This design comes from an exercise in tuning for small area and few clock cycles on the open sky130 flow, not from production work. Function not checked in this run: the RTL went through the layout flow alone. Power and IR drop assume default switching activity.

==> flow/design.v <==
`default_nettype none
package fusion_pkg;
    localparam int WORD_W = 16;
    localparam int ADDR_W = 12;
    localparam logic [7:0] END_MARK = 8'hFF;
    localparam logic [1:0] PH_HDR0 = 2'd0;
    localparam logic [1:0] PH_HDR1 = 2'd1;
    localparam logic [1:0] PH_DATA = 2'd2;
    localparam logic [1:0] PH_DONE = 2'd3;
endpackage
`default_nettype wire
`timescale 1ns/1ns
`default_nettype none
module set_controller
(
    input  logic                             clock,
    input  logic                             reset,
    input  logic                             go_i,
    input  logic [fusion_pkg::WORD_W-1:0]    input_word_i,
    output logic [fusion_pkg::ADDR_W-1:0]    read_addr_o,
    output logic                             cfg_load_o,
    output logic                             data_o,
    output logic                             last_o,
    output logic                             finish_o
);
    logic                          run_q;
    logic [1:0]                    phase_q;
    logic [fusion_pkg::ADDR_W-1:0] addr_q;
    logic [7:0]                    m_cnt_q;
    logic [3:0]                    k_q;
    logic [3:0]                    k_cnt_q;
    logic                          clear;
    logic                          last_word;
    logic                          last_output;
    logic                          end_mark;
    assign clear       = reset || !go_i;
    assign end_mark    = (input_word_i[7:0] == fusion_pkg::END_MARK);
    assign last_word   = (k_cnt_q == 4'd0);
    assign last_output = (m_cnt_q == 8'd1);
    assign read_addr_o = addr_q;
    assign cfg_load_o  = run_q && (phase_q == fusion_pkg::PH_HDR1);
    assign data_o      = run_q && (phase_q == fusion_pkg::PH_DATA);
    assign last_o      = last_word;
    assign finish_o    = run_q && ((phase_q == fusion_pkg::PH_DONE) ||
                                   ((phase_q == fusion_pkg::PH_HDR0) && end_mark));
    always_ff @(posedge clock)
    begin
        if (clear)
        begin
            run_q   <= 1'b0;
            phase_q <= fusion_pkg::PH_HDR0;
            addr_q  <= '0;
        end
        else
        begin
            run_q  <= 1'b1;
            addr_q <= addr_q + 1'b1;
            if (run_q)
            begin
                case (phase_q)
                    fusion_pkg::PH_HDR0:
                        phase_q <= end_mark ? fusion_pkg::PH_DONE : fusion_pkg::PH_HDR1;
                    fusion_pkg::PH_HDR1:
                        phase_q <= (m_cnt_q == 8'd0) ? fusion_pkg::PH_HDR0 : fusion_pkg::PH_DATA;
                    fusion_pkg::PH_DATA:
                        if (last_word && last_output)
                            phase_q <= fusion_pkg::PH_HDR0;
                    default:
                        phase_q <= fusion_pkg::PH_DONE;
                endcase
            end
        end
    end
    always_ff @(posedge clock)
    begin
        if (phase_q == fusion_pkg::PH_HDR0)
            m_cnt_q <= input_word_i[7:0];
        else if ((phase_q == fusion_pkg::PH_DATA) && last_word)
            m_cnt_q <= m_cnt_q - 8'd1;
        if (phase_q == fusion_pkg::PH_HDR1)
            k_q <= input_word_i[11:8] - 4'd1;
        if (phase_q == fusion_pkg::PH_HDR1)
            k_cnt_q <= input_word_i[11:8] - 4'd1;
        else
            k_cnt_q <= last_word ? k_q : k_cnt_q - 4'd1;
    end
endmodule
`default_nettype wire
`timescale 1ns/1ns
`default_nettype none
module brick_config
(
    input  logic                             clock,
    input  logic                             cfg_load_i,
    input  logic [fusion_pkg::WORD_W-1:0]    input_word_i,
    output logic                             p8_o,
    output logic                             p4_o
);
    always_ff @(posedge clock)
    begin
        if (cfg_load_i)
        begin
            p8_o <= input_word_i[3];
            p4_o <= input_word_i[2];
        end
    end
endmodule
`default_nettype wire
`timescale 1ns/1ns
`default_nettype none
module brick_array
(
    input  logic [15:0] a,
    input  logic [15:0] b,
    input  logic [15:0] acc,
    input  logic        p8,
    input  logic        p4,
    output logic [15:0] row0,
    output logic [15:0] row1
);
    wire p2  = ~(p8 | p4);
    wire p84 = p8 | p4;
    wire p42 = ~p8;
    wire p82 = ~p4;
    wire ga_0_g842 = a[0];
    wire pp0 = ga_0_g842 & b[0];
    wire pp1 = (ga_0_g842 & b[1]) ^ p2;
    wire ga_0_g84 = a[0] & p84;
    wire pp2 = ga_0_g84 & b[2];
    wire pp3 = (ga_0_g84 & b[3]) ^ p4;
    wire ga_0_g8 = a[0] & p8;
    wire pp4 = ga_0_g8 & b[4];
    wire pp5 = ga_0_g8 & b[5];
    wire pp6 = ga_0_g8 & b[6];
    wire pp7 = ~ga_0_g8 | ~b[7];
    wire ga_1_g842 = a[1];
    wire pp8 = (ga_1_g842 & b[0]) ^ p2;
    wire pp9 = ga_1_g842 & b[1];
    wire ga_1_g84 = a[1] & p84;
    wire pp10 = ga_1_g84 & b[2];
    wire pp11 = (ga_1_g84 & b[3]) ^ p4;
    wire ga_1_g8 = a[1] & p8;
    wire pp12 = ga_1_g8 & b[4];
    wire pp13 = ga_1_g8 & b[5];
    wire pp14 = ga_1_g8 & b[6];
    wire pp15 = ~ga_1_g8 | ~b[7];
    wire ga_2_g84 = a[2] & p84;
    wire pp16 = ga_2_g84 & b[0];
    wire pp17 = ga_2_g84 & b[1];
    wire ga_2_g2 = a[2] & p2;
    wire pp18 = ga_2_g2 & b[2];
    wire pp19 = ga_2_g84 & b[2];
    wire pp20 = ~ga_2_g2 | ~b[3];
    wire pp21 = (ga_2_g84 & b[3]) ^ p4;
    wire ga_2_g8 = a[2] & p8;
    wire pp22 = ga_2_g8 & b[4];
    wire pp23 = ga_2_g8 & b[5];
    wire pp24 = ga_2_g8 & b[6];
    wire pp25 = ~ga_2_g8 | ~b[7];
    wire ga_3_g84 = a[3] & p84;
    wire pp26 = (ga_3_g84 & b[0]) ^ p4;
    wire pp27 = (ga_3_g84 & b[1]) ^ p4;
    wire ga_3_g2 = a[3] & p2;
    wire pp28 = ~ga_3_g2 | ~b[2];
    wire pp29 = (ga_3_g84 & b[2]) ^ p4;
    wire pp30 = ga_3_g2 & b[3];
    wire pp31 = ga_3_g84 & b[3];
    wire ga_3_g8 = a[3] & p8;
    wire pp32 = ga_3_g8 & b[4];
    wire pp33 = ga_3_g8 & b[5];
    wire pp34 = ga_3_g8 & b[6];
    wire pp35 = ~ga_3_g8 | ~b[7];
    wire ga_4_g8 = a[4] & p8;
    wire pp36 = ga_4_g8 & b[0];
    wire pp37 = ga_4_g8 & b[1];
    wire pp38 = ga_4_g8 & b[2];
    wire pp39 = ga_4_g8 & b[3];
    wire ga_4_g42 = a[4] & p42;
    wire pp40 = ga_4_g42 & b[4];
    wire pp41 = ga_4_g8 & b[4];
    wire pp42 = (ga_4_g42 & b[5]) ^ p2;
    wire pp43 = ga_4_g8 & b[5];
    wire ga_4_g4 = a[4] & p4;
    wire pp44 = ga_4_g4 & b[6];
    wire pp45 = ga_4_g8 & b[6];
    wire pp46 = ~ga_4_g4 | ~b[7];
    wire pp47 = ~ga_4_g8 | ~b[7];
    wire ga_5_g8 = a[5] & p8;
    wire pp48 = ga_5_g8 & b[0];
    wire pp49 = ga_5_g8 & b[1];
    wire pp50 = ga_5_g8 & b[2];
    wire pp51 = ga_5_g8 & b[3];
    wire ga_5_g42 = a[5] & p42;
    wire pp52 = (ga_5_g42 & b[4]) ^ p2;
    wire pp53 = ga_5_g8 & b[4];
    wire pp54 = ga_5_g42 & b[5];
    wire pp55 = ga_5_g8 & b[5];
    wire ga_5_g4 = a[5] & p4;
    wire pp56 = ga_5_g4 & b[6];
    wire pp57 = ga_5_g8 & b[6];
    wire pp58 = ~ga_5_g4 | ~b[7];
    wire pp59 = ~ga_5_g8 | ~b[7];
    wire ga_6_g8 = a[6] & p8;
    wire pp60 = ga_6_g8 & b[0];
    wire pp61 = ga_6_g8 & b[1];
    wire pp62 = ga_6_g8 & b[2];
    wire pp63 = ga_6_g8 & b[3];
    wire ga_6_g4 = a[6] & p4;
    wire pp64 = ga_6_g4 & b[4];
    wire pp65 = ga_6_g8 & b[4];
    wire pp66 = ga_6_g4 & b[5];
    wire pp67 = ga_6_g8 & b[5];
    wire ga_6_g2 = a[6] & p2;
    wire pp68 = ga_6_g2 & b[6];
    wire pp69 = ga_6_g4 & b[6];
    wire pp70 = ga_6_g8 & b[6];
    wire pp71 = ~ga_6_g2 | ~b[7];
    wire pp72 = ~ga_6_g4 | ~b[7];
    wire pp73 = ~ga_6_g8 | ~b[7];
    wire ga_7_g8 = a[7] & p8;
    wire pp74 = ~ga_7_g8 | ~b[0];
    wire pp75 = ~ga_7_g8 | ~b[1];
    wire pp76 = ~ga_7_g8 | ~b[2];
    wire pp77 = ~ga_7_g8 | ~b[3];
    wire ga_7_g4 = a[7] & p4;
    wire pp78 = ~ga_7_g4 | ~b[4];
    wire pp79 = ~ga_7_g8 | ~b[4];
    wire pp80 = ~ga_7_g4 | ~b[5];
    wire pp81 = ~ga_7_g8 | ~b[5];
    wire ga_7_g2 = a[7] & p2;
    wire pp82 = ~ga_7_g2 | ~b[6];
    wire pp83 = ~ga_7_g4 | ~b[6];
    wire pp84 = ~ga_7_g8 | ~b[6];
    wire pp85 = ga_7_g2 & b[7];
    wire pp86 = ga_7_g4 & b[7];
    wire pp87 = ga_7_g8 & b[7];
    wire ga_8_g842 = a[8];
    wire pp88 = ga_8_g842 & b[8];
    wire pp89 = (ga_8_g842 & b[9]) ^ p2;
    wire ga_8_g84 = a[8] & p84;
    wire pp90 = ga_8_g84 & b[10];
    wire pp91 = (ga_8_g84 & b[11]) ^ p4;
    wire ga_8_g8 = a[8] & p8;
    wire pp92 = ga_8_g8 & b[12];
    wire pp93 = ga_8_g8 & b[13];
    wire pp94 = ga_8_g8 & b[14];
    wire pp95 = ~ga_8_g8 | ~b[15];
    wire ga_9_g842 = a[9];
    wire pp96 = (ga_9_g842 & b[8]) ^ p2;
    wire pp97 = ga_9_g842 & b[9];
    wire ga_9_g84 = a[9] & p84;
    wire pp98 = ga_9_g84 & b[10];
    wire pp99 = (ga_9_g84 & b[11]) ^ p4;
    wire ga_9_g8 = a[9] & p8;
    wire pp100 = ga_9_g8 & b[12];
    wire pp101 = ga_9_g8 & b[13];
    wire pp102 = ga_9_g8 & b[14];
    wire pp103 = ~ga_9_g8 | ~b[15];
    wire ga_10_g84 = a[10] & p84;
    wire pp104 = ga_10_g84 & b[8];
    wire pp105 = ga_10_g84 & b[9];
    wire ga_10_g2 = a[10] & p2;
    wire pp106 = ga_10_g2 & b[10];
    wire pp107 = ga_10_g84 & b[10];
    wire pp108 = ~ga_10_g2 | ~b[11];
    wire pp109 = (ga_10_g84 & b[11]) ^ p4;
    wire ga_10_g8 = a[10] & p8;
    wire pp110 = ga_10_g8 & b[12];
    wire pp111 = ga_10_g8 & b[13];
    wire pp112 = ga_10_g8 & b[14];
    wire pp113 = ~ga_10_g8 | ~b[15];
    wire ga_11_g84 = a[11] & p84;
    wire pp114 = (ga_11_g84 & b[8]) ^ p4;
    wire pp115 = (ga_11_g84 & b[9]) ^ p4;
    wire ga_11_g2 = a[11] & p2;
    wire pp116 = ~ga_11_g2 | ~b[10];
    wire pp117 = (ga_11_g84 & b[10]) ^ p4;
    wire pp118 = ga_11_g2 & b[11];
    wire pp119 = ga_11_g84 & b[11];
    wire ga_11_g8 = a[11] & p8;
    wire pp120 = ga_11_g8 & b[12];
    wire pp121 = ga_11_g8 & b[13];
    wire pp122 = ga_11_g8 & b[14];
    wire pp123 = ~ga_11_g8 | ~b[15];
    wire ga_12_g8 = a[12] & p8;
    wire pp124 = ga_12_g8 & b[8];
    wire pp125 = ga_12_g8 & b[9];
    wire pp126 = ga_12_g8 & b[10];
    wire pp127 = ga_12_g8 & b[11];
    wire ga_12_g42 = a[12] & p42;
    wire pp128 = ga_12_g42 & b[12];
    wire pp129 = ga_12_g8 & b[12];
    wire pp130 = (ga_12_g42 & b[13]) ^ p2;
    wire pp131 = ga_12_g8 & b[13];
    wire ga_12_g4 = a[12] & p4;
    wire pp132 = ga_12_g4 & b[14];
    wire pp133 = ga_12_g8 & b[14];
    wire pp134 = ~ga_12_g4 | ~b[15];
    wire pp135 = ~ga_12_g8 | ~b[15];
    wire ga_13_g8 = a[13] & p8;
    wire pp136 = ga_13_g8 & b[8];
    wire pp137 = ga_13_g8 & b[9];
    wire pp138 = ga_13_g8 & b[10];
    wire pp139 = ga_13_g8 & b[11];
    wire ga_13_g42 = a[13] & p42;
    wire pp140 = (ga_13_g42 & b[12]) ^ p2;
    wire pp141 = ga_13_g8 & b[12];
    wire pp142 = ga_13_g42 & b[13];
    wire pp143 = ga_13_g8 & b[13];
    wire ga_13_g4 = a[13] & p4;
    wire pp144 = ga_13_g4 & b[14];
    wire pp145 = ga_13_g8 & b[14];
    wire pp146 = ~ga_13_g4 | ~b[15];
    wire pp147 = ~ga_13_g8 | ~b[15];
    wire ga_14_g8 = a[14] & p8;
    wire pp148 = ga_14_g8 & b[8];
    wire pp149 = ga_14_g8 & b[9];
    wire pp150 = ga_14_g8 & b[10];
    wire pp151 = ga_14_g8 & b[11];
    wire ga_14_g4 = a[14] & p4;
    wire pp152 = ga_14_g4 & b[12];
    wire pp153 = ga_14_g8 & b[12];
    wire pp154 = ga_14_g4 & b[13];
    wire pp155 = ga_14_g8 & b[13];
    wire ga_14_g2 = a[14] & p2;
    wire pp156 = ga_14_g2 & b[14];
    wire pp157 = ga_14_g4 & b[14];
    wire pp158 = ga_14_g8 & b[14];
    wire pp159 = ~ga_14_g2 | ~b[15];
    wire pp160 = ~ga_14_g4 | ~b[15];
    wire pp161 = ~ga_14_g8 | ~b[15];
    wire ga_15_g8 = a[15] & p8;
    wire pp162 = ~ga_15_g8 | ~b[8];
    wire pp163 = ~ga_15_g8 | ~b[9];
    wire pp164 = ~ga_15_g8 | ~b[10];
    wire pp165 = ~ga_15_g8 | ~b[11];
    wire ga_15_g4 = a[15] & p4;
    wire pp166 = ~ga_15_g4 | ~b[12];
    wire pp167 = ~ga_15_g8 | ~b[12];
    wire pp168 = ~ga_15_g4 | ~b[13];
    wire pp169 = ~ga_15_g8 | ~b[13];
    wire ga_15_g2 = a[15] & p2;
    wire pp170 = ~ga_15_g2 | ~b[14];
    wire pp171 = ~ga_15_g4 | ~b[14];
    wire pp172 = ~ga_15_g8 | ~b[14];
    wire pp173 = ga_15_g2 & b[15];
    wire pp174 = ga_15_g4 & b[15];
    wire pp175 = ga_15_g8 & b[15];
    wire k4 = p84;
    wire k5 = p4;
    wire k8 = p82;
    wire s0 = acc[1] ^ pp20 ^ pp28;
    wire c0 = (acc[1] & pp20) | (acc[1] & pp28) | (pp20 & pp28);
    wire s1 = pp71 ^ pp82 ^ pp108;
    wire c1 = (pp71 & pp82) | (pp71 & pp108) | (pp82 & pp108);
    wire s2 = acc[2] ^ pp2 ^ pp9;
    wire c2 = (acc[2] & pp2) | (acc[2] & pp9) | (pp2 & pp9);
    wire s3 = pp16 ^ pp30 ^ pp44;
    wire c3 = (pp16 & pp30) | (pp16 & pp44) | (pp30 & pp44);
    wire s4 = pp54 ^ pp64 ^ pp85;
    wire c4 = (pp54 & pp64) | (pp54 & pp85) | (pp64 & pp85);
    wire s5 = acc[3] ^ pp10 ^ pp17;
    wire c5 = (acc[3] & pp10) | (acc[3] & pp17) | (pp10 & pp17);
    wire s6 = pp46 ^ pp56 ^ pp66;
    wire c6 = (pp46 & pp56) | (pp46 & pp66) | (pp56 & pp66);
    wire s7 = pp78 ^ pp98 ^ pp105;
    wire c7 = (pp78 & pp98) | (pp78 & pp105) | (pp98 & pp105);
    wire s8 = pp134 ^ pp144 ^ pp154;
    wire c8 = (pp134 & pp144) | (pp134 & pp154) | (pp144 & pp154);
    wire s9 = acc[4] ^ k4 ^ pp4;
    wire c9 = (acc[4] & k4) | (acc[4] & pp4) | (k4 & pp4);
    wire s10 = pp19 ^ pp36 ^ pp58;
    wire c10 = (pp19 & pp36) | (pp19 & pp58) | (pp36 & pp58);
    wire s11 = pp69 ^ pp80 ^ pp92;
    wire c11 = (pp69 & pp80) | (pp69 & pp92) | (pp80 & pp92);
    wire s12 = pp107 ^ pp124 ^ pp146;
    wire c12 = (pp107 & pp124) | (pp107 & pp146) | (pp124 & pp146);
    wire s13 = pp157 ^ pp168 ^ pp11;
    wire c13 = (pp157 & pp168) | (pp157 & pp11) | (pp168 & pp11);
    wire s14 = acc[5] ^ k5 ^ pp5;
    wire c14 = (acc[5] & k5) | (acc[5] & pp5) | (k5 & pp5);
    wire s15 = pp12 ^ pp37 ^ pp48;
    wire c15 = (pp12 & pp37) | (pp12 & pp48) | (pp37 & pp48);
    wire s16 = pp72 ^ pp83 ^ pp93;
    wire c16 = (pp72 & pp83) | (pp72 & pp93) | (pp83 & pp93);
    wire s17 = pp100 ^ pp125 ^ pp136;
    wire c17 = (pp100 & pp125) | (pp100 & pp136) | (pp125 & pp136);
    wire s18 = pp160 ^ pp171 ^ pp21;
    wire c18 = (pp160 & pp171) | (pp160 & pp21) | (pp171 & pp21);
    wire s19 = acc[6] ^ pp6 ^ pp13;
    wire c19 = (acc[6] & pp6) | (acc[6] & pp13) | (pp6 & pp13);
    wire s20 = pp22 ^ pp31 ^ pp38;
    wire c20 = (pp22 & pp31) | (pp22 & pp38) | (pp31 & pp38);
    wire s21 = pp49 ^ pp60 ^ pp86;
    wire c21 = (pp49 & pp60) | (pp49 & pp86) | (pp60 & pp86);
    wire s22 = pp94 ^ pp101 ^ pp110;
    wire c22 = (pp94 & pp101) | (pp94 & pp110) | (pp101 & pp110);
    wire s23 = pp119 ^ pp126 ^ pp137;
    wire c23 = (pp119 & pp126) | (pp119 & pp137) | (pp126 & pp137);
    wire s24 = acc[7] ^ pp7 ^ pp14;
    wire c24 = (acc[7] & pp7) | (acc[7] & pp14) | (pp7 & pp14);
    wire s25 = pp23 ^ pp32 ^ pp39;
    wire c25 = (pp23 & pp32) | (pp23 & pp39) | (pp32 & pp39);
    wire s26 = pp50 ^ pp61 ^ pp74;
    wire c26 = (pp50 & pp61) | (pp50 & pp74) | (pp61 & pp74);
    wire s27 = pp95 ^ pp102 ^ pp111;
    wire c27 = (pp95 & pp102) | (pp95 & pp111) | (pp102 & pp111);
    wire s28 = pp120 ^ pp127 ^ pp138;
    wire c28 = (pp120 & pp127) | (pp120 & pp138) | (pp127 & pp138);
    wire s29 = acc[8] ^ k8 ^ pp15;
    wire c29 = (acc[8] & k8) | (acc[8] & pp15) | (k8 & pp15);
    wire s30 = pp24 ^ pp33 ^ pp41;
    wire c30 = (pp24 & pp33) | (pp24 & pp41) | (pp33 & pp41);
    wire s31 = pp51 ^ pp62 ^ pp75;
    wire c31 = (pp51 & pp62) | (pp51 & pp75) | (pp62 & pp75);
    wire s32 = pp103 ^ pp112 ^ pp121;
    wire c32 = (pp103 & pp112) | (pp103 & pp121) | (pp112 & pp121);
    wire s33 = acc[9] ^ pp25 ^ pp34;
    wire c33 = (acc[9] & pp25) | (acc[9] & pp34) | (pp25 & pp34);
    wire s34 = pp43 ^ pp53 ^ pp63;
    wire c34 = (pp43 & pp53) | (pp43 & pp63) | (pp53 & pp63);
    wire s35 = pp116 ^ pp159 ^ pp170;
    wire c35 = (pp116 & pp159) | (pp116 & pp170) | (pp159 & pp170);
    wire s36 = pp1 ^ pp8 ^ pp42;
    wire c36 = (pp1 & pp8) | (pp1 & pp42) | (pp8 & pp42);
    wire s37 = pp90 ^ pp97 ^ pp104;
    wire c37 = (pp90 & pp97) | (pp90 & pp104) | (pp97 & pp104);
    wire s38 = pp118 ^ pp132 ^ pp142;
    wire c38 = (pp118 & pp132) | (pp118 & pp142) | (pp132 & pp142);
    wire s39 = pp152 ^ pp173 ^ c0;
    wire c39 = (pp152 & pp173) | (pp152 & c0) | (pp173 & c0);
    wire s40 = pp166 ^ pp3 ^ pp26;
    wire c40 = (pp166 & pp3) | (pp166 & pp26) | (pp3 & pp26);
    wire s41 = pp91 ^ pp114 ^ c2;
    wire c41 = (pp91 & pp114) | (pp91 & c2) | (pp114 & c2);
    wire s42 = c3 ^ c4 ^ s5;
    wire c42 = (c3 & c4) | (c3 & s5) | (c4 & s5);
    wire s43 = pp27 ^ pp99 ^ pp115;
    wire c43 = (pp27 & pp99) | (pp27 & pp115) | (pp99 & pp115);
    wire s44 = c5 ^ c6 ^ c7;
    wire c44 = (c5 & c6) | (c5 & c7) | (c6 & c7);
    wire s45 = c8 ^ s9 ^ s10;
    wire c45 = (c8 & s9) | (c8 & s10) | (s9 & s10);
    wire s46 = pp29 ^ pp109 ^ pp117;
    wire c46 = (pp29 & pp109) | (pp29 & pp117) | (pp109 & pp117);
    wire s47 = c9 ^ c10 ^ c11;
    wire c47 = (c9 & c10) | (c9 & c11) | (c10 & c11);
    wire s48 = c12 ^ s14 ^ s15;
    wire c48 = (c12 & s14) | (c12 & s15) | (s14 & s15);
    wire s49 = s16 ^ s17 ^ c13;
    wire c49 = (s16 & s17) | (s16 & c13) | (s17 & c13);
    wire s50 = pp148 ^ pp174 ^ c14;
    wire c50 = (pp148 & pp174) | (pp148 & c14) | (pp174 & c14);
    wire s51 = c15 ^ c16 ^ c17;
    wire c51 = (c15 & c16) | (c15 & c17) | (c16 & c17);
    wire s52 = s19 ^ s20 ^ s21;
    wire c52 = (s19 & s20) | (s19 & s21) | (s20 & s21);
    wire s53 = s22 ^ s23 ^ c18;
    wire c53 = (s22 & s23) | (s22 & c18) | (s23 & c18);
    wire s54 = pp149 ^ pp162 ^ c19;
    wire c54 = (pp149 & pp162) | (pp149 & c19) | (pp162 & c19);
    wire s55 = c20 ^ c21 ^ c22;
    wire c55 = (c20 & c21) | (c20 & c22) | (c21 & c22);
    wire s56 = c23 ^ s24 ^ s25;
    wire c56 = (c23 & s24) | (c23 & s25) | (s24 & s25);
    wire s57 = s26 ^ s27 ^ s28;
    wire c57 = (s26 & s27) | (s26 & s28) | (s27 & s28);
    wire s58 = pp129 ^ pp139 ^ pp150;
    wire c58 = (pp129 & pp139) | (pp129 & pp150) | (pp139 & pp150);
    wire s59 = pp163 ^ c24 ^ c25;
    wire c59 = (pp163 & c24) | (pp163 & c25) | (c24 & c25);
    wire s60 = c26 ^ c27 ^ c28;
    wire c60 = (c26 & c27) | (c26 & c28) | (c27 & c28);
    wire s61 = s29 ^ s30 ^ s31;
    wire c61 = (s29 & s30) | (s29 & s31) | (s30 & s31);
    wire s62 = pp76 ^ pp113 ^ pp122;
    wire c62 = (pp76 & pp113) | (pp76 & pp122) | (pp113 & pp122);
    wire s63 = pp131 ^ pp141 ^ pp151;
    wire c63 = (pp131 & pp141) | (pp131 & pp151) | (pp141 & pp151);
    wire s64 = pp164 ^ c29 ^ c30;
    wire c64 = (pp164 & c29) | (pp164 & c30) | (c29 & c30);
    wire s65 = c31 ^ c32 ^ s33;
    wire c65 = (c31 & c32) | (c31 & s33) | (c32 & s33);
    wire s66 = acc[10] ^ pp35 ^ pp45;
    wire c66 = (acc[10] & pp35) | (acc[10] & pp45) | (pp35 & pp45);
    wire s67 = pp55 ^ pp65 ^ pp77;
    wire c67 = (pp55 & pp65) | (pp55 & pp77) | (pp65 & pp77);
    wire s68 = pp123 ^ pp133 ^ pp143;
    wire c68 = (pp123 & pp133) | (pp123 & pp143) | (pp133 & pp143);
    wire s69 = pp153 ^ pp165 ^ c33;
    wire c69 = (pp153 & pp165) | (pp153 & c33) | (pp165 & c33);
    wire s70 = acc[11] ^ pp47 ^ pp57;
    wire c70 = (acc[11] & pp47) | (acc[11] & pp57) | (pp47 & pp57);
    wire s71 = pp67 ^ pp79 ^ pp135;
    wire c71 = (pp67 & pp79) | (pp67 & pp135) | (pp79 & pp135);
    wire s72 = acc[0] ^ pp0 ^ pp18;
    wire c72 = (acc[0] & pp0) | (acc[0] & pp18) | (pp0 & pp18);
    wire s73 = pp40 ^ pp68 ^ pp88;
    wire c73 = (pp40 & pp68) | (pp40 & pp88) | (pp68 & pp88);
    wire s74 = pp52 ^ pp89 ^ pp96;
    wire c74 = (pp52 & pp89) | (pp52 & pp96) | (pp89 & pp96);
    wire s75 = pp130 ^ pp140 ^ s35;
    wire c75 = (pp130 & pp140) | (pp130 & s35) | (pp140 & s35);
    wire s76 = s0 ^ s1 ^ s36;
    wire c76 = (s0 & s1) | (s0 & s36) | (s1 & s36);
    wire s77 = c35 ^ c1 ^ s37;
    wire c77 = (c35 & c1) | (c35 & s37) | (c1 & s37);
    wire s78 = s38 ^ s2 ^ s3;
    wire c78 = (s38 & s2) | (s38 & s3) | (s2 & s3);
    wire s79 = s4 ^ c36 ^ s39;
    wire c79 = (s4 & c36) | (s4 & s39) | (c36 & s39);
    wire s80 = c37 ^ c38 ^ s6;
    wire c80 = (c37 & c38) | (c37 & s6) | (c38 & s6);
    wire s81 = s7 ^ s8 ^ s40;
    wire c81 = (s7 & s8) | (s7 & s40) | (s8 & s40);
    wire s82 = c39 ^ s41 ^ s42;
    wire c82 = (c39 & s41) | (c39 & s42) | (s41 & s42);
    wire s83 = s11 ^ s12 ^ c40;
    wire c83 = (s11 & s12) | (s11 & c40) | (s12 & c40);
    wire s84 = s43 ^ s13 ^ c41;
    wire c84 = (s43 & s13) | (s43 & c41) | (s13 & c41);
    wire s85 = c42 ^ s44 ^ s45;
    wire c85 = (c42 & s44) | (c42 & s45) | (s44 & s45);
    wire s86 = c43 ^ s46 ^ s18;
    wire c86 = (c43 & s46) | (c43 & s18) | (s46 & s18);
    wire s87 = c44 ^ c45 ^ s47;
    wire c87 = (c44 & c45) | (c44 & s47) | (c45 & s47);
    wire hs0 = s48 ^ s49;
    wire hc0 = s48 & s49;
    wire s88 = c46 ^ c47 ^ c48;
    wire c88 = (c46 & c47) | (c46 & c48) | (c47 & c48);
    wire s89 = s50 ^ s51 ^ c49;
    wire c89 = (s50 & s51) | (s50 & c49) | (s51 & c49);
    wire hs1 = s52 ^ s53;
    wire hc1 = s52 & s53;
    wire s90 = c50 ^ c51 ^ c52;
    wire c90 = (c50 & c51) | (c50 & c52) | (c51 & c52);
    wire s91 = s54 ^ s55 ^ c53;
    wire c91 = (s54 & s55) | (s54 & c53) | (s55 & c53);
    wire hs2 = s56 ^ s57;
    wire hc2 = s56 & s57;
    wire s92 = s58 ^ s32 ^ c54;
    wire c92 = (s58 & s32) | (s58 & c54) | (s32 & c54);
    wire s93 = c55 ^ c56 ^ c57;
    wire c93 = (c55 & c56) | (c55 & c57) | (c56 & c57);
    wire s94 = s59 ^ s60 ^ s61;
    wire c94 = (s59 & s60) | (s59 & s61) | (s60 & s61);
    wire s95 = c58 ^ s62 ^ s63;
    wire c95 = (c58 & s62) | (c58 & s63) | (s62 & s63);
    wire s96 = s34 ^ c59 ^ c60;
    wire c96 = (s34 & c59) | (s34 & c60) | (c59 & c60);
    wire s97 = c61 ^ s64 ^ s65;
    wire c97 = (c61 & s64) | (c61 & s65) | (s64 & s65);
    wire s98 = c62 ^ c63 ^ c34;
    wire c98 = (c62 & c63) | (c62 & c34) | (c63 & c34);
    wire s99 = s66 ^ s67 ^ s68;
    wire c99 = (s66 & s67) | (s66 & s68) | (s67 & s68);
    wire s100 = c64 ^ c65 ^ s69;
    wire c100 = (c64 & c65) | (c64 & s69) | (c65 & s69);
    wire s101 = pp145 ^ pp155 ^ pp167;
    wire c101 = (pp145 & pp155) | (pp145 & pp167) | (pp155 & pp167);
    wire s102 = c66 ^ c67 ^ c68;
    wire c102 = (c66 & c67) | (c66 & c68) | (c67 & c68);
    wire s103 = s70 ^ s71 ^ c69;
    wire c103 = (s70 & s71) | (s70 & c69) | (s71 & c69);
    wire s104 = acc[12] ^ pp59 ^ pp70;
    wire c104 = (acc[12] & pp59) | (acc[12] & pp70) | (pp59 & pp70);
    wire s105 = pp81 ^ pp147 ^ pp158;
    wire c105 = (pp81 & pp147) | (pp81 & pp158) | (pp147 & pp158);
    wire s106 = pp169 ^ c70 ^ c71;
    wire c106 = (pp169 & c70) | (pp169 & c71) | (c70 & c71);
    wire s107 = acc[13] ^ pp73 ^ pp84;
    wire c107 = (acc[13] & pp73) | (acc[13] & pp84) | (pp73 & pp84);
    wire s108 = pp106 ^ pp128 ^ pp156;
    wire c108 = (pp106 & pp128) | (pp106 & pp156) | (pp128 & pp156);
    wire s109 = c72 ^ c73 ^ s74;
    wire c109 = (c72 & c73) | (c72 & s74) | (c73 & s74);
    wire s110 = c74 ^ c75 ^ s77;
    wire c110 = (c74 & c75) | (c74 & s77) | (c75 & s77);
    wire s111 = s78 ^ c76 ^ s79;
    wire c111 = (s78 & c76) | (s78 & s79) | (c76 & s79);
    wire s112 = c77 ^ c78 ^ s80;
    wire c112 = (c77 & c78) | (c77 & s80) | (c78 & s80);
    wire s113 = s81 ^ c79 ^ s82;
    wire c113 = (s81 & c79) | (s81 & s82) | (c79 & s82);
    wire s114 = c80 ^ c81 ^ s83;
    wire c114 = (c80 & c81) | (c80 & s83) | (c81 & s83);
    wire s115 = s84 ^ c82 ^ s85;
    wire c115 = (s84 & c82) | (s84 & s85) | (c82 & s85);
    wire s116 = c83 ^ s86 ^ c84;
    wire c116 = (c83 & s86) | (c83 & c84) | (s86 & c84);
    wire s117 = hs0 ^ c85 ^ s87;
    wire c117 = (hs0 & c85) | (hs0 & s87) | (c85 & s87);
    wire s118 = c86 ^ hc0 ^ c87;
    wire c118 = (c86 & hc0) | (c86 & c87) | (hc0 & c87);
    wire s119 = hs1 ^ s88 ^ s89;
    wire c119 = (hs1 & s88) | (hs1 & s89) | (s88 & s89);
    wire s120 = hc1 ^ c88 ^ hs2;
    wire c120 = (hc1 & c88) | (hc1 & hs2) | (c88 & hs2);
    wire s121 = c89 ^ s90 ^ s91;
    wire c121 = (c89 & s90) | (c89 & s91) | (s90 & s91);
    wire s122 = hc2 ^ c90 ^ s92;
    wire c122 = (hc2 & c90) | (hc2 & s92) | (c90 & s92);
    wire s123 = c91 ^ s93 ^ s94;
    wire c123 = (c91 & s93) | (c91 & s94) | (s93 & s94);
    wire s124 = s95 ^ c92 ^ c93;
    wire c124 = (s95 & c92) | (s95 & c93) | (c92 & c93);
    wire s125 = s96 ^ c94 ^ s97;
    wire c125 = (s96 & c94) | (s96 & s97) | (c94 & s97);
    wire s126 = c95 ^ s98 ^ s99;
    wire c126 = (c95 & s98) | (c95 & s99) | (s98 & s99);
    wire s127 = c96 ^ c97 ^ s100;
    wire c127 = (c96 & c97) | (c96 & s100) | (c97 & s100);
    wire s128 = s101 ^ c98 ^ c99;
    wire c128 = (s101 & c98) | (s101 & c99) | (c98 & c99);
    wire s129 = s102 ^ c100 ^ s103;
    wire c129 = (s102 & c100) | (s102 & s103) | (c100 & s103);
    wire s130 = c101 ^ s104 ^ s105;
    wire c130 = (c101 & s104) | (c101 & s105) | (s104 & s105);
    wire s131 = c102 ^ s106 ^ c103;
    wire c131 = (c102 & s106) | (c102 & c103) | (s106 & c103);
    wire s132 = pp161 ^ pp172 ^ c104;
    wire c132 = (pp161 & pp172) | (pp161 & c104) | (pp172 & c104);
    wire s133 = c105 ^ s107 ^ c106;
    wire c133 = (c105 & s107) | (c105 & c106) | (s107 & c106);
    wire s134 = acc[14] ^ pp87 ^ pp175;
    wire c134 = (acc[14] & pp87) | (acc[14] & pp175) | (pp87 & pp175);
    wire s135 = c108 ^ s75 ^ s109;
    wire c135 = (c108 & s75) | (c108 & s109) | (s75 & s109);
    wire s136 = c109 ^ s110 ^ s111;
    wire c136 = (c109 & s110) | (c109 & s111) | (s110 & s111);
    wire s137 = c110 ^ s112 ^ c111;
    wire c137 = (c110 & s112) | (c110 & c111) | (s112 & c111);
    wire s138 = c112 ^ s114 ^ c113;
    wire c138 = (c112 & s114) | (c112 & c113) | (s114 & c113);
    wire s139 = c114 ^ s116 ^ c115;
    wire c139 = (c114 & s116) | (c114 & c115) | (s116 & c115);
    wire s140 = c116 ^ c117 ^ s118;
    wire c140 = (c116 & c117) | (c116 & s118) | (c117 & s118);
    wire s141 = c118 ^ s120 ^ c119;
    wire c141 = (c118 & s120) | (c118 & c119) | (s120 & c119);
    wire s142 = c120 ^ s122 ^ c121;
    wire c142 = (c120 & s122) | (c120 & c121) | (s122 & c121);
    wire s143 = c122 ^ s124 ^ c123;
    wire c143 = (c122 & s124) | (c122 & c123) | (s124 & c123);
    wire s144 = s126 ^ c124 ^ c125;
    wire c144 = (s126 & c124) | (s126 & c125) | (c124 & c125);
    wire s145 = c126 ^ s128 ^ c127;
    wire c145 = (c126 & s128) | (c126 & c127) | (s128 & c127);
    wire s146 = s130 ^ c128 ^ c129;
    wire c146 = (s130 & c128) | (s130 & c129) | (c128 & c129);
    wire s147 = c130 ^ s132 ^ s133;
    wire c147 = (c130 & s132) | (c130 & s133) | (s132 & s133);
    wire s148 = c107 ^ s134 ^ c132;
    wire c148 = (c107 & s134) | (c107 & c132) | (s134 & c132);
    wire s149 = s108 ^ s72 ^ s73;
    wire c149 = (s108 & s72) | (s108 & s73) | (s72 & s73);
    wire hs3 = s76 ^ s135;
    wire hc3 = s76 & s135;
    wire hs4 = c135 ^ s136;
    wire hc4 = c135 & s136;
    wire s150 = s113 ^ c136 ^ s137;
    wire c150 = (s113 & c136) | (s113 & s137) | (c136 & s137);
    wire s151 = s115 ^ c137 ^ s138;
    wire c151 = (s115 & c137) | (s115 & s138) | (c137 & s138);
    wire s152 = s117 ^ c138 ^ s139;
    wire c152 = (s117 & c138) | (s117 & s139) | (c138 & s139);
    wire s153 = s119 ^ c139 ^ s140;
    wire c153 = (s119 & c139) | (s119 & s140) | (c139 & s140);
    wire s154 = s121 ^ c140 ^ s141;
    wire c154 = (s121 & c140) | (s121 & s141) | (c140 & s141);
    wire s155 = s123 ^ c141 ^ s142;
    wire c155 = (s123 & c141) | (s123 & s142) | (c141 & s142);
    wire s156 = s125 ^ c142 ^ s143;
    wire c156 = (s125 & c142) | (s125 & s143) | (c142 & s143);
    wire s157 = s127 ^ c143 ^ s144;
    wire c157 = (s127 & c143) | (s127 & s144) | (c143 & s144);
    wire s158 = s129 ^ c144 ^ s145;
    wire c158 = (s129 & c144) | (s129 & s145) | (c144 & s145);
    wire s159 = s131 ^ c145 ^ s146;
    wire c159 = (s131 & c145) | (s131 & s146) | (c145 & s146);
    wire s160 = c131 ^ s147 ^ c146;
    wire c160 = (c131 & s147) | (c131 & c146) | (s147 & c146);
    wire s161 = c133 ^ s148 ^ c147;
    wire c161 = (c133 & s148) | (c133 & c147) | (s148 & c147);
    wire s162 = acc[15] ^ c134 ^ c148;
    assign row0 = {c161, c160, c159, c158, c157, c156, c155, c154, c153, c152, c151, c150, hc4, hc3, c149, s149};
    assign row1 = {s162, s161, s160, s159, s158, s157, s156, s155, s154, s153, s152, s151, s150, hs4, hs3, 1'b0};
endmodule
`default_nettype wire
`timescale 1ns/1ns
`default_nettype none
module output_accumulator
(
    input  logic                             clock,
    input  logic                             reset,
    input  logic                             go_i,
    input  logic                             data_i,
    input  logic                             last_i,
    input  logic [fusion_pkg::WORD_W-1:0]    row0_i,
    input  logic [fusion_pkg::WORD_W-1:0]    row1_i,
    output logic [fusion_pkg::WORD_W-1:0]    acc_o,
    output logic [fusion_pkg::ADDR_W-1:0]    out_addr_o,
    output logic [fusion_pkg::WORD_W-1:0]    out_data_o,
    output logic                             out_write_o
);
    logic [fusion_pkg::WORD_W-1:0] acc_q;
    logic                          carry_q;
    logic [fusion_pkg::ADDR_W-1:0] addr_q;
    logic                          write_q;
    logic                          cont_q;
    logic [8:0]                    sum_lo;
    logic [7:0]                    sum_hi;
    assign acc_o = cont_q ? acc_q : '0;
    assign sum_lo = {1'b0, row0_i[7:0]} + {1'b0, row1_i[7:0]};
    assign sum_hi = row0_i[15:8] + row1_i[15:8] + {7'd0, cont_q && carry_q};
    always_ff @(posedge clock)
    begin
        acc_q   <= {sum_hi, sum_lo[7:0]};
        carry_q <= sum_lo[8];
        cont_q  <= data_i && !last_i;
        if (reset || !go_i)
        begin
            addr_q  <= '0;
            write_q <= 1'b0;
        end
        else
        begin
            write_q <= data_i && last_i;
            addr_q  <= addr_q + {11'd0, write_q};
        end
    end
    assign out_addr_o  = addr_q;
    assign out_data_o  = {acc_q[15:8] + {7'd0, carry_q}, acc_q[7:0]};
    assign out_write_o = write_q;
endmodule
`default_nettype wire
`timescale 1ns/1ns
`default_nettype none
module fusion_sequencer_top
(
    input  logic        clock,
    input  logic        reset,
    input  logic        go_i,
    input  logic [15:0] input_word_i,
    input  logic [15:0] weight_word_i,
    output logic [11:0] input_addr_o,
    output logic [11:0] weight_addr_o,
    output logic [11:0] out_addr_o,
    output logic [15:0] out_data_o,
    output logic        out_write_o,
    output logic        finish_o
);
    logic [fusion_pkg::ADDR_W-1:0] read_addr;
    logic                          cfg_load;
    logic                          data;
    logic                          last;
    logic                          p8;
    logic                          p4;
    logic [fusion_pkg::WORD_W-1:0] acc;
    logic [fusion_pkg::WORD_W-1:0] row0;
    logic [fusion_pkg::WORD_W-1:0] row1;
    assign input_addr_o  = read_addr;
    assign weight_addr_o = read_addr;
    set_controller set_controller_inst (
        .clock        (clock),
        .reset        (reset),
        .go_i         (go_i),
        .input_word_i (input_word_i),
        .read_addr_o  (read_addr),
        .cfg_load_o   (cfg_load),
        .data_o       (data),
        .last_o       (last),
        .finish_o     (finish_o)
    );
    brick_config brick_config_inst (
        .clock        (clock),
        .cfg_load_i   (cfg_load),
        .input_word_i (input_word_i),
        .p8_o         (p8),
        .p4_o         (p4)
    );
    brick_array brick_array_inst (
        .a   (input_word_i),
        .b   (weight_word_i),
        .acc (acc),
        .p8  (p8),
        .p4  (p4),
        .row0 (row0),
        .row1 (row1)
    );
    output_accumulator output_accumulator_inst (
        .clock       (clock),
        .reset       (reset),
        .go_i        (go_i),
        .data_i      (data),
        .last_i      (last),
        .row0_i      (row0),
        .row1_i      (row1),
        .acc_o       (acc),
        .out_addr_o  (out_addr_o),
        .out_data_o  (out_data_o),
        .out_write_o (out_write_o)
    );
endmodule
`default_nettype wire
==> flow/flow/run.sh <==
#!/bin/bash
# The standard layout, with these changes:
# - Yosys's generic synthesis skips its quick ABC pass (synth -noabc), so that
#   extract_fa still sees the adder tree as written and maps it to full
#   adders without inverters between them; the technology-mapping ABC pass
#   later in the script runs flow/abc.script, an area-oriented mapping.
# - Port buffers come from flow/ports.tcl, run before global placement
#   (global placement is not timing driven, so nothing removes them).
# - Clock tree synthesis uses clkbuf_8 clock buffers and no dummy loads.
set -euo pipefail
sed 's/yosys synth -nofsm -noshare /yosys synth -nofsm -noshare -noabc /' synth_recipe.tcl > flow_synth.tcl
grep -q -- '-noabc' flow_synth.tcl
# The technology-mapping ABC pass runs flow/abc.script, an area-oriented
# mapping, in place of ORFS's delay-oriented script
cat > flow_abc.tcl <<EOF2
proc abc {args} {
  set i [lsearch \$args -script]
  lset args [expr {\$i + 1}] $PWD/flow/abc.script
  yosys abc {*}\$args
}
EOF2
cat flow_abc.tcl flow_synth.tcl > flow_synth2.tcl
mv flow_synth2.tcl flow_synth.tcl
sed "s#SYNTH_SCRIPT=[^ ]*#SYNTH_SCRIPT=$PWD/flow_synth.tcl#" standard.sh > flow_standard.sh
# Adders use Yosys's own Brent-Kung carry network, not ORFS's Kogge-Stone
# extra map (any non-empty SYNTH_OPERATIONS_ARGS replaces it)
export SYNTH_OPERATIONS_ARGS=-nofsm
export DONT_BUFFER_PORTS=1
export PRE_GLOBAL_PLACE_TCL="$PWD/flow/ports.tcl"
export CTS_ARGS="-sink_clustering_enable -repair_clock_nets -buf_list {sky130_fd_sc_hd__clkbuf_8} -dont_use_dummy_load"
bash flow_standard.sh > flow_standard.log 2>&1
==> flow/flow/abc.script <==
&get -n
&st
&dch
&nf -R 30
&put
topo
stime -c
==> flow/flow/ports.tcl <==
# Synthesis buffers go, as the standard flow removes them before placement.
remove_buffers

# Port buffers, one per port as the standard flow places them: a buffer
# sized for the fanout on each input, the smallest buffer on each output
# (its load is the 0.01 pF port load).
buffer_ports -inputs -buffer_cell sky130_fd_sc_hd__buf_1
buffer_ports -outputs -buffer_cell sky130_fd_sc_hd__buf_1
==> flow/standard.sh <==
#!/bin/bash
# synth_recipe.tcl (not shown) runs the flow's synth.tcl, then flattens the netlist and writes it again
# the make line also repeats each setting of config.mk as NAME=value (left out here)
make -C /OpenROAD-flow-scripts/flow DESIGN_CONFIG=/design/flow/config.mk WORK_HOME=/design/flow/orfs CLKGATE_MAP_FILE= SYNTH_SCRIPT=/design/flow/synth_recipe.tcl "${@:-finish}"
==> flow/config.mk <==
export PLATFORM = sky130hd
export DESIGN_NAME = fusion_sequencer_top
export DESIGN_NICKNAME = fusion_sequencer_top
export VERILOG_FILES = /design/flow/design.v
export SDC_FILE = /design/flow/constraint.sdc
export NUM_CORES = 4
export LEC_CHECK = 0
export CAP_MARGIN = 20
export CORE_MARGIN = 2
export CORE_UTILIZATION = 70
export GPL_ROUTABILITY_DRIVEN = 0
export GPL_TIMING_DRIVEN = 0
export SLEW_MARGIN = 20
==> flow/constraint.sdc <==
create_clock -name core_clock -period 6.0 [get_ports {clock}]
set_input_delay 1.2000 -clock core_clock [delete_from_list [all_inputs] [get_ports {clock}]]
set_output_delay 1.2000 -clock core_clock [all_outputs]
set_load 0.01 [all_outputs]
==> run summary <==
DP Worst Slack -1120 ps; simple-gate share of the synthesized area 19.42%; NetSw 0.001189 W; Logic pwr share 67.2%; HPWL Detailed 14.44 mm; power consumption 0.002765 W; worst endpoint required time 6230 ps; # setup viols final 0; Netlist Area Pre-Place 7691 sq um; Synth cell types 28; worst setup margin 136.7 ps; sequential power share 22.3%; Core ar. 10790 sq um; Clk pin slew, worst setup/hold paths 70 ps; fin. max-slew vios 0; Final Core Density 82.14%; critical path's top delay family adder cells; xor/xnor share of the synthesized area 5.238%; pin count of the biggest net entering global routing 33; Syn Area/Cell 11.64 sq um; worst path buffer plus inverter count 1; HP Class flop to flop; vias in the first global route 6260; ANT nets after route 0; CTS tree built; Tcrit/Tclk final 97.72%; slew margin rel. 50.62%; final WL 20.30 mm; Clock Tree Buf Depth 2; IO Count 89; Worst EP arrival 6100 ps; Worst Clk Skew 20.12 ps; #FFs+latches synth 64; full die area 11840 sq um; Synth area leader fa_1; Leak 3.852 nW; CP most frequent cell fa_1; root buffer cell clkbuf_8; nets@finish 1010; Clk Latency, worst-skew pair 360 ps; TritonRoute pass-1 iters 5; dominant cells by area after synthesis fa_1, dfxtp_1, and3_1; Hold Vio Cnt, Final 0; share of post-route cells with drive strength above 1 16.64%; crit path max-delay cell type fa_1; area growth from synthesis to layout 15.26%; Internal 0.001576 W; Overall Global Routing Usage 36.97%; initial DRC count 584; sequential area share after synthesis 18.48%; syn nets 912; Syn Inst Count 661; DRC viols 0; initial core utilization 71.26%; startpoint types input pin; warnings from Yosys 3; die height 108.8 um; main combinational cell family by area after synthesis adder cells; CP Cell Sequence buf_6 > and3_1 > fa_1 > fa_1 > fa_1 > fa_1 > fa_1 > fa_1 > ha_1 > a21oi_1 > nand2_2 > nand3_2 > nand2_2 > fa_2 > xnor2_2 > xnor2_2 > xnor2_1; Compound-Gate Fraction of Synth Area 1.968%; Achievable Freq 170.6 MHz; status finished clean; CP max stage delay 520 ps; Die Wd 108.8 um; Slew @ Worst Pin 737.5 ps; TritonCTS Buffers 9; GR Overflow Total 0; Clk pwr share 10.5%; Clock H-tree levels 3; Core Rows 38; routed len/inst 22.63 um; Port-buffer cells 88; first-pass GRT wire length 31.75 mm; fin crit period 5863 ps; PwrDens 311.9 nW/um^2; critical path class input pin to flop; mux share of post-synthesis cell area 0.1301%; Synth Area in Adders 51.83%; antenna cells 0; worst-path maximum fanout 14; Worst Setup End Kind flop; via count 5811; Setup TNS 0 ps; Synth top area share 44.51%; Switching Fraction 43.01%; Worst IR Drop VDD 0.0005348 V; Vias/cell 6.478; initial antenna violation count 0; number of max-cap violations 0; CTS Sinks 64
through the flow:
step,area [sq um],instances,hold WS (ps)
6_report,8865,897,466.4
5_1_grt,8865,897,505.9
4_1_cts,8787,895,473.7
3_5_place_dp,8214,874,457.4
3_3_place_gp,8134,869,438.3
2_1_floorplan,7779,661,445.5
cells in the final DEF, fill, tap and decap left out, drive strengths merged:
| cell | netlist | routed |
|---|---|---|
| nand3 | 51 | 51 |
| nor3b | 3 | 3 |
| nand3b | 4 | 4 |
| nor2 | 20 | 21 |
| o31a | 1 | 1 |
| a21o | 1 | 1 |
| nor4 | 1 | 1 |
| buf | 20 | 103 |
| nor2b | 1 | 1 |
| clkbuf | 0 | 11 |
| a211oi | 3 | 3 |
| a21oi | 9 | 9 |
| xnor2 | 37 | 37 |
| nand2b | 1 | 1 |
| mux2i | 1 | 1 |
| xor2 | 9 | 9 |
| and3b | 4 | 4 |
| and3 | 111 | 111 |
| nand4 | 2 | 2 |
| fa | 171 | 171 |
| edfxtp | 14 | 14 |
| a21bo | 1 | 1 |
| and2 | 35 | 35 |
| o21ai | 10 | 10 |
| ha | 45 | 45 |
| a21boi | 1 | 1 |
| nand2 | 35 | 35 |
| clkinv | 20 | 21 |
| dfxtp | 50 | 50 |
per-layer routing:
layer / part of all wire [%] / GRT usage (%) / vias up
li1: - / - / 2411
met1: 35 / 46.25 / 2880
met2: 48 / 58.57 / 406
met3: 11 / 9.564 / 114
met4: 5.5 / 21.61 / 0
met5: 0 / 0 / -
cell usage after synthesis:
| cell | number |
|---|---|
| nor2b_1 | 1 |
| a211oi_1 | 3 |
| clkinv_1 | 20 |
| fa_1 | 171 |
| a21boi_0 | 1 |
| and3b_1 | 4 |
| and2_0 | 35 |
| nor3b_1 | 3 |
| nor2_1 | 20 |
| xor2_1 | 9 |
| ha_1 | 45 |
| dfxtp_1 | 50 |
| nand3_1 | 51 |
| a21o_1 | 1 |
| o21ai_0 | 10 |
| nand3b_1 | 4 |
| a21bo_1 | 1 |
| xnor2_1 | 37 |
| nand4_1 | 2 |
| nand2b_1 | 1 |
| and3_1 | 111 |
| nor4_1 | 1 |
| buf_4 | 20 |
| nand2_1 | 35 |
| o31a_1 | 1 |
| edfxtp_1 | 14 |
| mux2i_1 | 1 |
| a21oi_1 | 9 |
flip-flops by register name, summed over array words and instances (netlist names), 2 cells and up:
register,cells
output_accumulator_inst.addr_q,12
set_controller_inst.addr_q,12
output_accumulator_inst.acc_q,16
set_controller_inst.phase_q,2
set_controller_inst.k_cnt_q,4
set_controller_inst.k_q,4
set_controller_inst.m_cnt_q,8
power by group through the flow:
stage	Clock (W)	Combinational, W	Sequential (W)
after floorplan	0	0.00134	0.000609
after global placement	0	0.00167	0.000619
after detailed placement	0	0.00175	0.000625
after CTS	0.000292	0.00181	0.000617
after global routing	0.000306	0.00212	0.000626
final	0.000289	0.00186	0.000617
worst paths after layout:
| path | start | endpoint | slack (ps) | cells after the start |
|---|---|---|---|---|
| setup / recovery | weight_word_i[6] | output_accumulator_inst.acc_q[15]$_DFF_P_ | 140 | 17 |
| hold reg to reg | set_controller_inst.addr_q[0]$_SDFF_PP0_ | set_controller_inst.addr_q[0]$_SDFF_PP0_ | 470 | 1 |
| setup reg to reg | brick_config_inst.p8_o$_DFFE_PP_ | output_accumulator_inst.acc_q[15]$_DFF_P_ | 180 | 20 |
| hold / removal | set_controller_inst.addr_q[0]$_SDFF_PP0_ | set_controller_inst.addr_q[0]$_SDFF_PP0_ | 470 | 1 |
worst register-to-register path, stage by stage (launching register included):
cell and delay [ps]:
edfxtp_1 440, buf_12 190, nor2_4 200, clkinv_8 100, and3_4 190, fa_1 500
fa_2 390, fa_1 540, fa_2 370, fa_1 530, fa_1 430, fa_2 350
fa_2 370, nand3_2 90, nand2_2 60, nand3_2 80, nand2_2 60, fa_2 360
xnor2_2 160, xnor2_2 160, xnor2_1 130
cell families (layout without fill, tap and decap cells):
logic type                 after synthesis  count (layout)
and+or+nand+nor                        268             269
adders and majority gates              216             216
DFF                                     64              64
xor gates and xnor gates                46              46
buffers and inverters                   40             135
AOI/OAI and AO/OA                       26              26
muxes                                    1               1
layout make-up:
class / instances / area, sq um
Fill cell: 608 / 1928
Multi-Input combinational cell: 558 / 6297
Tap cell: 140 / 175.2
Timing Repair inverter: 1 / 8.758
Inverter: 20 / 87.58
Clock buffer: 9 / 123.9
Timing Repair Buffer: 105 / 749.5
Sequential cell: 64 / 1423
repair_timing:
item                                    in CTS  in global routing
cloned                                       2                  0
endpoints found under the setup margin      10                  1
setup buffers                               10                  2
hold buffers                                 0                  0
resized for setup                          126                 19
pin swaps                                   33                 24

[what the ideal ports hide]
How much do the figures lean on ideal ports? The routed layout below was timed once more, with nothing changed but the port constraints. Step 1 sets driving cells, clkbuf_16 on the clock port and buf_2 on the other inputs (assumed; they add their load-dependent delay and slew). Step 2, shift: input delay + t, output delay - t, t = (earliest + latest rising clock arrival at the registers) / 2. This alone moves slack from input paths to output paths. Slacks: ideal / step 1 / step 2; pairs: ideal / step 1.
t, ns: 0.380
setup slack, ns: 0.137 / 0.131 / -0.249
clock arrival spread, ns: 0.020 / 0.020
Met with ideal ports but missed after step 2: setup timing in this run. For this run, drivers alone change the setup slack by -0.006 ns; drivers and shift together by -0.386 ns.
